What follows belongs to an exercise in optimizing a design on an open flow for small area and a short achievable clock period; a production flow would make more cautious choices.
Only simulation tests tie the RTL to the original design; equivalence was not proved.

## run K
==> flow/design.v <==
package pmu_pkg;
    typedef enum logic [1:0] {
        HTRANS_IDLE   = 2'b00,
        HTRANS_BUSY   = 2'b01,
        HTRANS_NONSEQ = 2'b10,
        HTRANS_SEQ    = 2'b11
    } htrans_t;
    typedef enum logic {
        HRESP_OKAY  = 1'b0,
        HRESP_ERROR = 1'b1
    } hresp_t;
    typedef logic [32-1:0] reg_word_t;
    typedef logic [$clog2(12)-1:0] reg_idx_t;
    typedef logic [9-1:0] event_vec_t;
    typedef reg_word_t [12-1:0] reg_bank_t;
endpackage
module pmu_cnt_slice4 (
    input  logic       T,
    input  logic       h,
    input  logic       we,
    input  logic [3:0] q,
    input  logic [3:0] w,
    output logic [3:0] d,
    output logic       gn
);
    logic [3:0] tn;
    assign tn[0] = ~T;
    pmu_nand2 u_n1 (.a(T), .b(q[0]), .y(tn[1]));
    pmu_nand3 u_n2 (.a(T), .b(q[0]), .c(q[1]), .y(tn[2]));
    pmu_nand4 u_n3 (.a(T), .b(q[0]), .c(q[1]), .d(q[2]), .y(tn[3]));
    for (genvar i = 0; i < 4; i++) begin : g_b
        pmu_cnt_bit u_b (.tn(tn[i]), .h(h), .we(we), .q(q[i]), .w(w[i]), .d(d[i]));
    end
    pmu_nand4 u_g (.a(q[0]), .b(q[1]), .c(q[2]), .d(q[3]), .y(gn));
endmodule
module pmu_cnt_bit (
    input  logic tn,
    input  logic h,
    input  logic we,
    input  logic q,
    input  logic w,
    output logic d
);
    assign d = (h & ~(q ^ tn)) | (we & w);
endmodule
module pmu_and2 (input logic a, input logic b, output logic y);
    assign y = a & b;
endmodule
module pmu_nand2 (input logic a, input logic b, output logic y);
    assign y = ~(a & b);
endmodule
module pmu_nand3 (input logic a, input logic b, input logic c, output logic y);
    assign y = ~(a & b & c);
endmodule
module pmu_nand4 (input logic a, input logic b, input logic c, input logic d, output logic y);
    assign y = ~(a & b & c & d);
endmodule
module pmu_nor2 (input logic a, input logic b, output logic y);
    assign y = ~(a | b);
endmodule
module pmu_nor3 (input logic a, input logic b, input logic c, output logic y);
    assign y = ~(a | b | c);
endmodule
module pmu_nor4 (input logic a, input logic b, input logic c, input logic d, output logic y);
    assign y = ~(a | b | c | d);
endmodule
module pmu_a22oi (input logic a1, input logic a2, input logic b1, input logic b2, output logic y);
    assign y = ~((a1 & a2) | (b1 & b2));
endmodule
module pmu_or2 (input logic a, input logic b, output logic y);
    assign y = a | b;
endmodule
module pmu_and3 (input logic a, input logic b, input logic c, output logic y);
    assign y = a & b & c;
endmodule
module pmu_cnt_carry (
    input  logic       e,
    input  logic       f,
    input  logic [7:0] gn,
    output logic [7:0] T
);
    logic [3:1] lo;
    logic [7:5] hi;
    assign T[0]  = e;
    assign lo[1] = ~gn[0];
    pmu_nor2 u_l2 (.a(gn[0]), .b(gn[1]), .y(lo[2]));
    pmu_nor3 u_l3 (.a(gn[0]), .b(gn[1]), .c(gn[2]), .y(lo[3]));
    assign hi[5] = ~gn[4];
    pmu_nor2 u_h6 (.a(gn[4]), .b(gn[5]), .y(hi[6]));
    pmu_nor3 u_h7 (.a(gn[4]), .b(gn[5]), .c(gn[6]), .y(hi[7]));
    for (genvar j = 1; j < 4; j++) begin : g_tl
        pmu_and2 u_t (.a(e), .b(lo[j]), .y(T[j]));
    end
    pmu_and2 u_t4 (.a(e), .b(f), .y(T[4]));
    for (genvar j = 5; j < 8; j++) begin : g_th
        pmu_and3 u_t (.a(e), .b(f), .c(hi[j]), .y(T[j]));
    end
endmodule
module pmu_rd6 (
    input  logic [5:0] d,
    input  logic [5:0] s,
    output logic       y
);
    logic [2:0] p;
    assign p[0] = ~((d[0] & s[0]) | (d[1] & s[1]));
    assign p[1] = ~((d[2] & s[2]) | (d[3] & s[3]));
    assign p[2] = ~((d[4] & s[4]) | (d[5] & s[5]));
    assign y = ~&p;
endmodule
module pmu_rd_bit (
    input  logic [11:0] d,
    input  logic [11:0] s,
    output logic        yn
);
    logic [1:0] n;
    pmu_rd6 u_lo (.d(d[5:0]),  .s(s[5:0]),  .y(n[0]));
    pmu_rd6 u_hi (.d(d[11:6]), .s(s[11:6]), .y(n[1]));
    pmu_nor2 u_o (.a(n[0]), .b(n[1]), .y(yn));
endmodule
module pmu_ahb (
    input  logic                       clk_i,
    input  logic                       rstn_i,
    input  logic                       hsel_i,
    input  logic                       hreadyi_i,
    input  logic [32-1:0] haddr_i,
    input  logic                       hwrite_i,
    input  logic [1:0]                 htrans_i,
    input  logic [32-1:0]   hwdata_i,
    output logic                       hreadyo_o,
    output logic                       hresp_o,
    output logic [32-1:0]   hrdata_o,
    input  logic [9-1:0]  events_i,
    output logic                       intr_overflow_o
);
    localparam int W  = 32;
    localparam int NC = 9;
    logic       addr_valid;
    logic [3:0] addr_idx;
    logic [11:0] wr;
    assign addr_valid = hsel_i && hreadyi_i && htrans_i[1];
    assign addr_idx   = haddr_i[5:2];
    always_ff @(posedge clk_i or negedge rstn_i) begin
        if (!rstn_i) begin
            wr <= '0;
        end else begin
            for (int i = 0; i < 12; i++) begin
                wr[i] <= addr_valid && hwrite_i && (addr_idx == 4'(i));
            end
        end
    end
    logic [W-1:0]  cfg_q, cfg_d;
    logic [W-1:0]  cnt_q [NC];
    logic [W-1:0]  cnt_d [NC];
    logic [W-1:0]  st_q, st_d;
    logic [W-1:0]  mask_q, mask_d;
    logic [NC-1:0] wrap;
    logic en, clr;
    assign en  = cfg_q[0];
    assign clr = cfg_q[1];
    logic wlo;
    assign wlo = &hwdata_i[15:0];
    logic [NC-1:0] lo_q, lo_d;
    for (genvar k = 0; k < NC; k++) begin : g_cnt
        logic       hold, ev, lo_inc;
        logic [7:0] grpn, T;
        assign hold    = !wr[1+k] && !clr;
        assign ev      = en && events_i[k];
        assign wrap[k] = ev && hold && lo_q[k] && !(|grpn[7:4]);
        assign lo_inc  = !cnt_q[k][0] && (&cnt_q[k][3:1]) && !(|grpn[3:1]);
        assign lo_d[k] = wr[1+k] ? wlo : (hold && (ev ? lo_inc : lo_q[k]));
        pmu_cnt_carry u_carry (
            .e  (ev),
            .f  (lo_q[k]),
            .gn (grpn),
            .T  (T)
        );
        for (genvar j = 0; j < 8; j++) begin : g_slice
            pmu_cnt_slice4 u_slice (
                .T  (T[j]),
                .h  (hold),
                .we (wr[1+k]),
                .q  (cnt_q[k][4*j +: 4]),
                .w  (hwdata_i[4*j +: 4]),
                .d  (cnt_d[k][4*j +: 4]),
                .gn (grpn[j])
            );
        end
    end
    assign cfg_d  = wr[0]  ? hwdata_i : cfg_q;
    assign st_d   = (wr[10] ? hwdata_i : st_q) | W'(wrap);
    assign mask_d = wr[11] ? hwdata_i : mask_q;
    logic [11:0]  rsel;
    logic [3:0]   sel_lo;
    logic [2:0]   sel_hi;
    logic [W-1:0] rdn_d, rdn_q;
    for (genvar i = 0; i < 4; i++) begin : g_sel_lo
        assign sel_lo[i] = (addr_idx[1:0] == 2'(i));
    end
    for (genvar i = 0; i < 3; i++) begin : g_sel_hi
        assign sel_hi[i] = (addr_idx[3:2] == 2'(i));
    end
    for (genvar i = 0; i < 12; i++) begin : g_rsel
        pmu_and2 u_sel (.a(sel_lo[i % 4]), .b(sel_hi[i / 4]), .y(rsel[i]));
    end
    for (genvar b = 0; b < W; b++) begin : g_rd
        logic [11:0] col;
        assign col[0]  = cfg_d[b];
        for (genvar k = 0; k < NC; k++) begin : g_col
            assign col[1+k] = cnt_d[k][b];
        end
        assign col[10] = st_d[b];
        assign col[11] = mask_d[b];
        pmu_rd_bit u_rd (
            .d (col),
            .s (rsel),
            .yn (rdn_d[b])
        );
    end
    logic intr_q;
    always_ff @(posedge clk_i or negedge rstn_i) begin
        if (!rstn_i) begin
            cfg_q  <= '0;
            st_q   <= '0;
            mask_q <= '0;
            rdn_q  <= '0;
            lo_q   <= '0;
            intr_q <= 1'b0;
        end else begin
            cfg_q  <= cfg_d;
            st_q   <= st_d;
            mask_q <= mask_d;
            rdn_q  <= rdn_d;
            lo_q   <= lo_d;
            intr_q <= |(st_d[NC-1:0] & mask_d[NC-1:0]);
        end
    end
    for (genvar k = 0; k < NC; k++) begin : g_cnt_ff
        always_ff @(posedge clk_i or negedge rstn_i) begin
            if (!rstn_i) cnt_q[k] <= '0;
            else         cnt_q[k] <= cnt_d[k];
        end
    end
    assign hrdata_o        = ~rdn_q;
    assign intr_overflow_o = intr_q;
    assign hreadyo_o       = 1'b1;
    assign hresp_o         = 1'b0;
endmodule
==> flow/config.mk <==
export PLATFORM = sky130hd
export DESIGN_NAME = pmu_ahb
export DESIGN_NICKNAME = pmu_ahb
export VERILOG_FILES = /design/flow/design.v
export SDC_FILE = /design/flow/constraint.sdc
export NUM_CORES = 4
export LEC_CHECK = 0
export CAP_MARGIN = 20
export CORE_MARGIN = 2
export CORE_UTILIZATION = 60
export CTS_CLUSTER_DIAMETER = 100
export CTS_CLUSTER_SIZE = 30
export SETUP_SLACK_MARGIN = 3.0
export SLEW_MARGIN = 20
export SYNTH_HIERARCHICAL = 1
export SYNTH_MINIMUM_KEEP_SIZE = 0
export TNS_END_PERCENT = 10
==> flow/constraint.sdc <==
create_clock -name core_clock -period 5.0 [get_ports {clk_i}]
set_input_delay 1.0000 -clock core_clock [delete_from_list [all_inputs] [get_ports {clk_i}]]
set_output_delay 1.0000 -clock core_clock [all_outputs]
set_load 0.01 [all_outputs]
standard.sh (not shown) runs the stock make flow with config.mk's settings and CLKGATE_MAP_FILE= SYNTH_SCRIPT=/design/flow/synth_recipe.tcl, a recipe that flattens the netlist after the stock synthesis.
==> flow/flow/run.sh <==
#!/bin/bash
set -euo pipefail
bash standard.sh "BUFFER_PORTS_ARGS=-buffer_cell sky130_fd_sc_hd__buf_2" finish > standard.log 2>&1
Inputs modified between run K and run F:
--- a/flow/design.v
+++ b/flow/design.v
@@ -116,8 +116,21 @@
     pmu_rd6 u_lo (.d(d[5:0]),  .s(s[5:0]),  .y(n[0]));
     pmu_rd6 u_hi (.d(d[11:6]), .s(s[11:6]), .y(n[1]));
     pmu_nor2 u_o (.a(n[0]), .b(n[1]), .y(yn));
 endmodule
+module pmu_and16 (
+    input  logic [15:0] a,
+    output logic        y
+);
+    logic [3:0] n;
+    logic [1:0] m;
+    for (genvar i = 0; i < 4; i++) begin : g_n
+        pmu_nand4 u_n (.a(a[4*i]), .b(a[4*i+1]), .c(a[4*i+2]), .d(a[4*i+3]), .y(n[i]));
+    end
+    pmu_nor2 u_m0 (.a(n[0]), .b(n[1]), .y(m[0]));
+    pmu_nor2 u_m1 (.a(n[2]), .b(n[3]), .y(m[1]));
+    pmu_and2 u_y (.a(m[0]), .b(m[1]), .y(y));
+endmodule
 module pmu_ahb (
     input  logic                       clk_i,
     input  logic                       rstn_i,
     input  logic                       hsel_i,
@@ -157,9 +170,9 @@
     logic en, clr;
     assign en  = cfg_q[0];
     assign clr = cfg_q[1];
     logic wlo;
-    assign wlo = &hwdata_i[15:0];
+    pmu_and16 u_wlo (.a(hwdata_i[15:0]), .y(wlo));
     logic [NC-1:0] lo_q, lo_d;
     for (genvar k = 0; k < NC; k++) begin : g_cnt
         logic       hold, ev, lo_inc;
         logic [7:0] grpn, T;
Findings:
Chip height across run F and run K: no real change.
Post-synthesis sequential area ratio delta (run F -> run K): insignificant
Run F vs run K: depth of the critical timing path with buffers and inverters included down in run F
Of the two candidates, run K has the worse minimum clock period after layout and run F the better one.
Clock-cell share of area of run F is on par with run K.
The initial cell density of the core was comparable across run F and run K.
Count of buffers not belonging to the clock network in the layout went up by more than 10% going from run K to run F.
When run F is measured against run K, its wire length on met3 turns out 3000 um higher.
Going from run K to run F, sequential fraction of total cell area shrinks by 0.67 points.
On run F: global-route usage over all layers is 3.1 points higher than what run K gave.
Utilization in run F is 1.1 points higher than in run K
Final HPWL from detailed placement delta (run F -> run K): insignificant
The worst path setup slack after routing of run F was superior to that of run K.

## port drivers added, routing unchanged
Ports are ideal in the flow. The routed layouts listed here were re-timed in OpenROAD. Step 1 sets driving cells, clkbuf_16 on the clock port and buf_2 on the other inputs (assumed; they add their load-dependent delay and slew). Step 2 adds t to the input delays and takes it off the output delays; t is the mean of the earliest and latest rising clock arrival at the registers after step 1. Input paths then give back, and output paths get back, about the clock's delay inside the block. Three values: no drivers, after step 1, after step 2; two values: the first two.
run	t (ns)	setup slack, ns	worst setup path at the end	clock arrival spread, ns
run K	0.609	2.787 / 2.768 / 2.336	input to register	0.018 / 0.019
run F	0.611	2.798 / 2.740 / 2.290	input to register	0.021 / 0.022
After both steps setup and hold are still met in every run listed. For run F, which loses most, drivers alone change the setup slack by -0.058 ns; drivers and shift together by -0.508 ns.
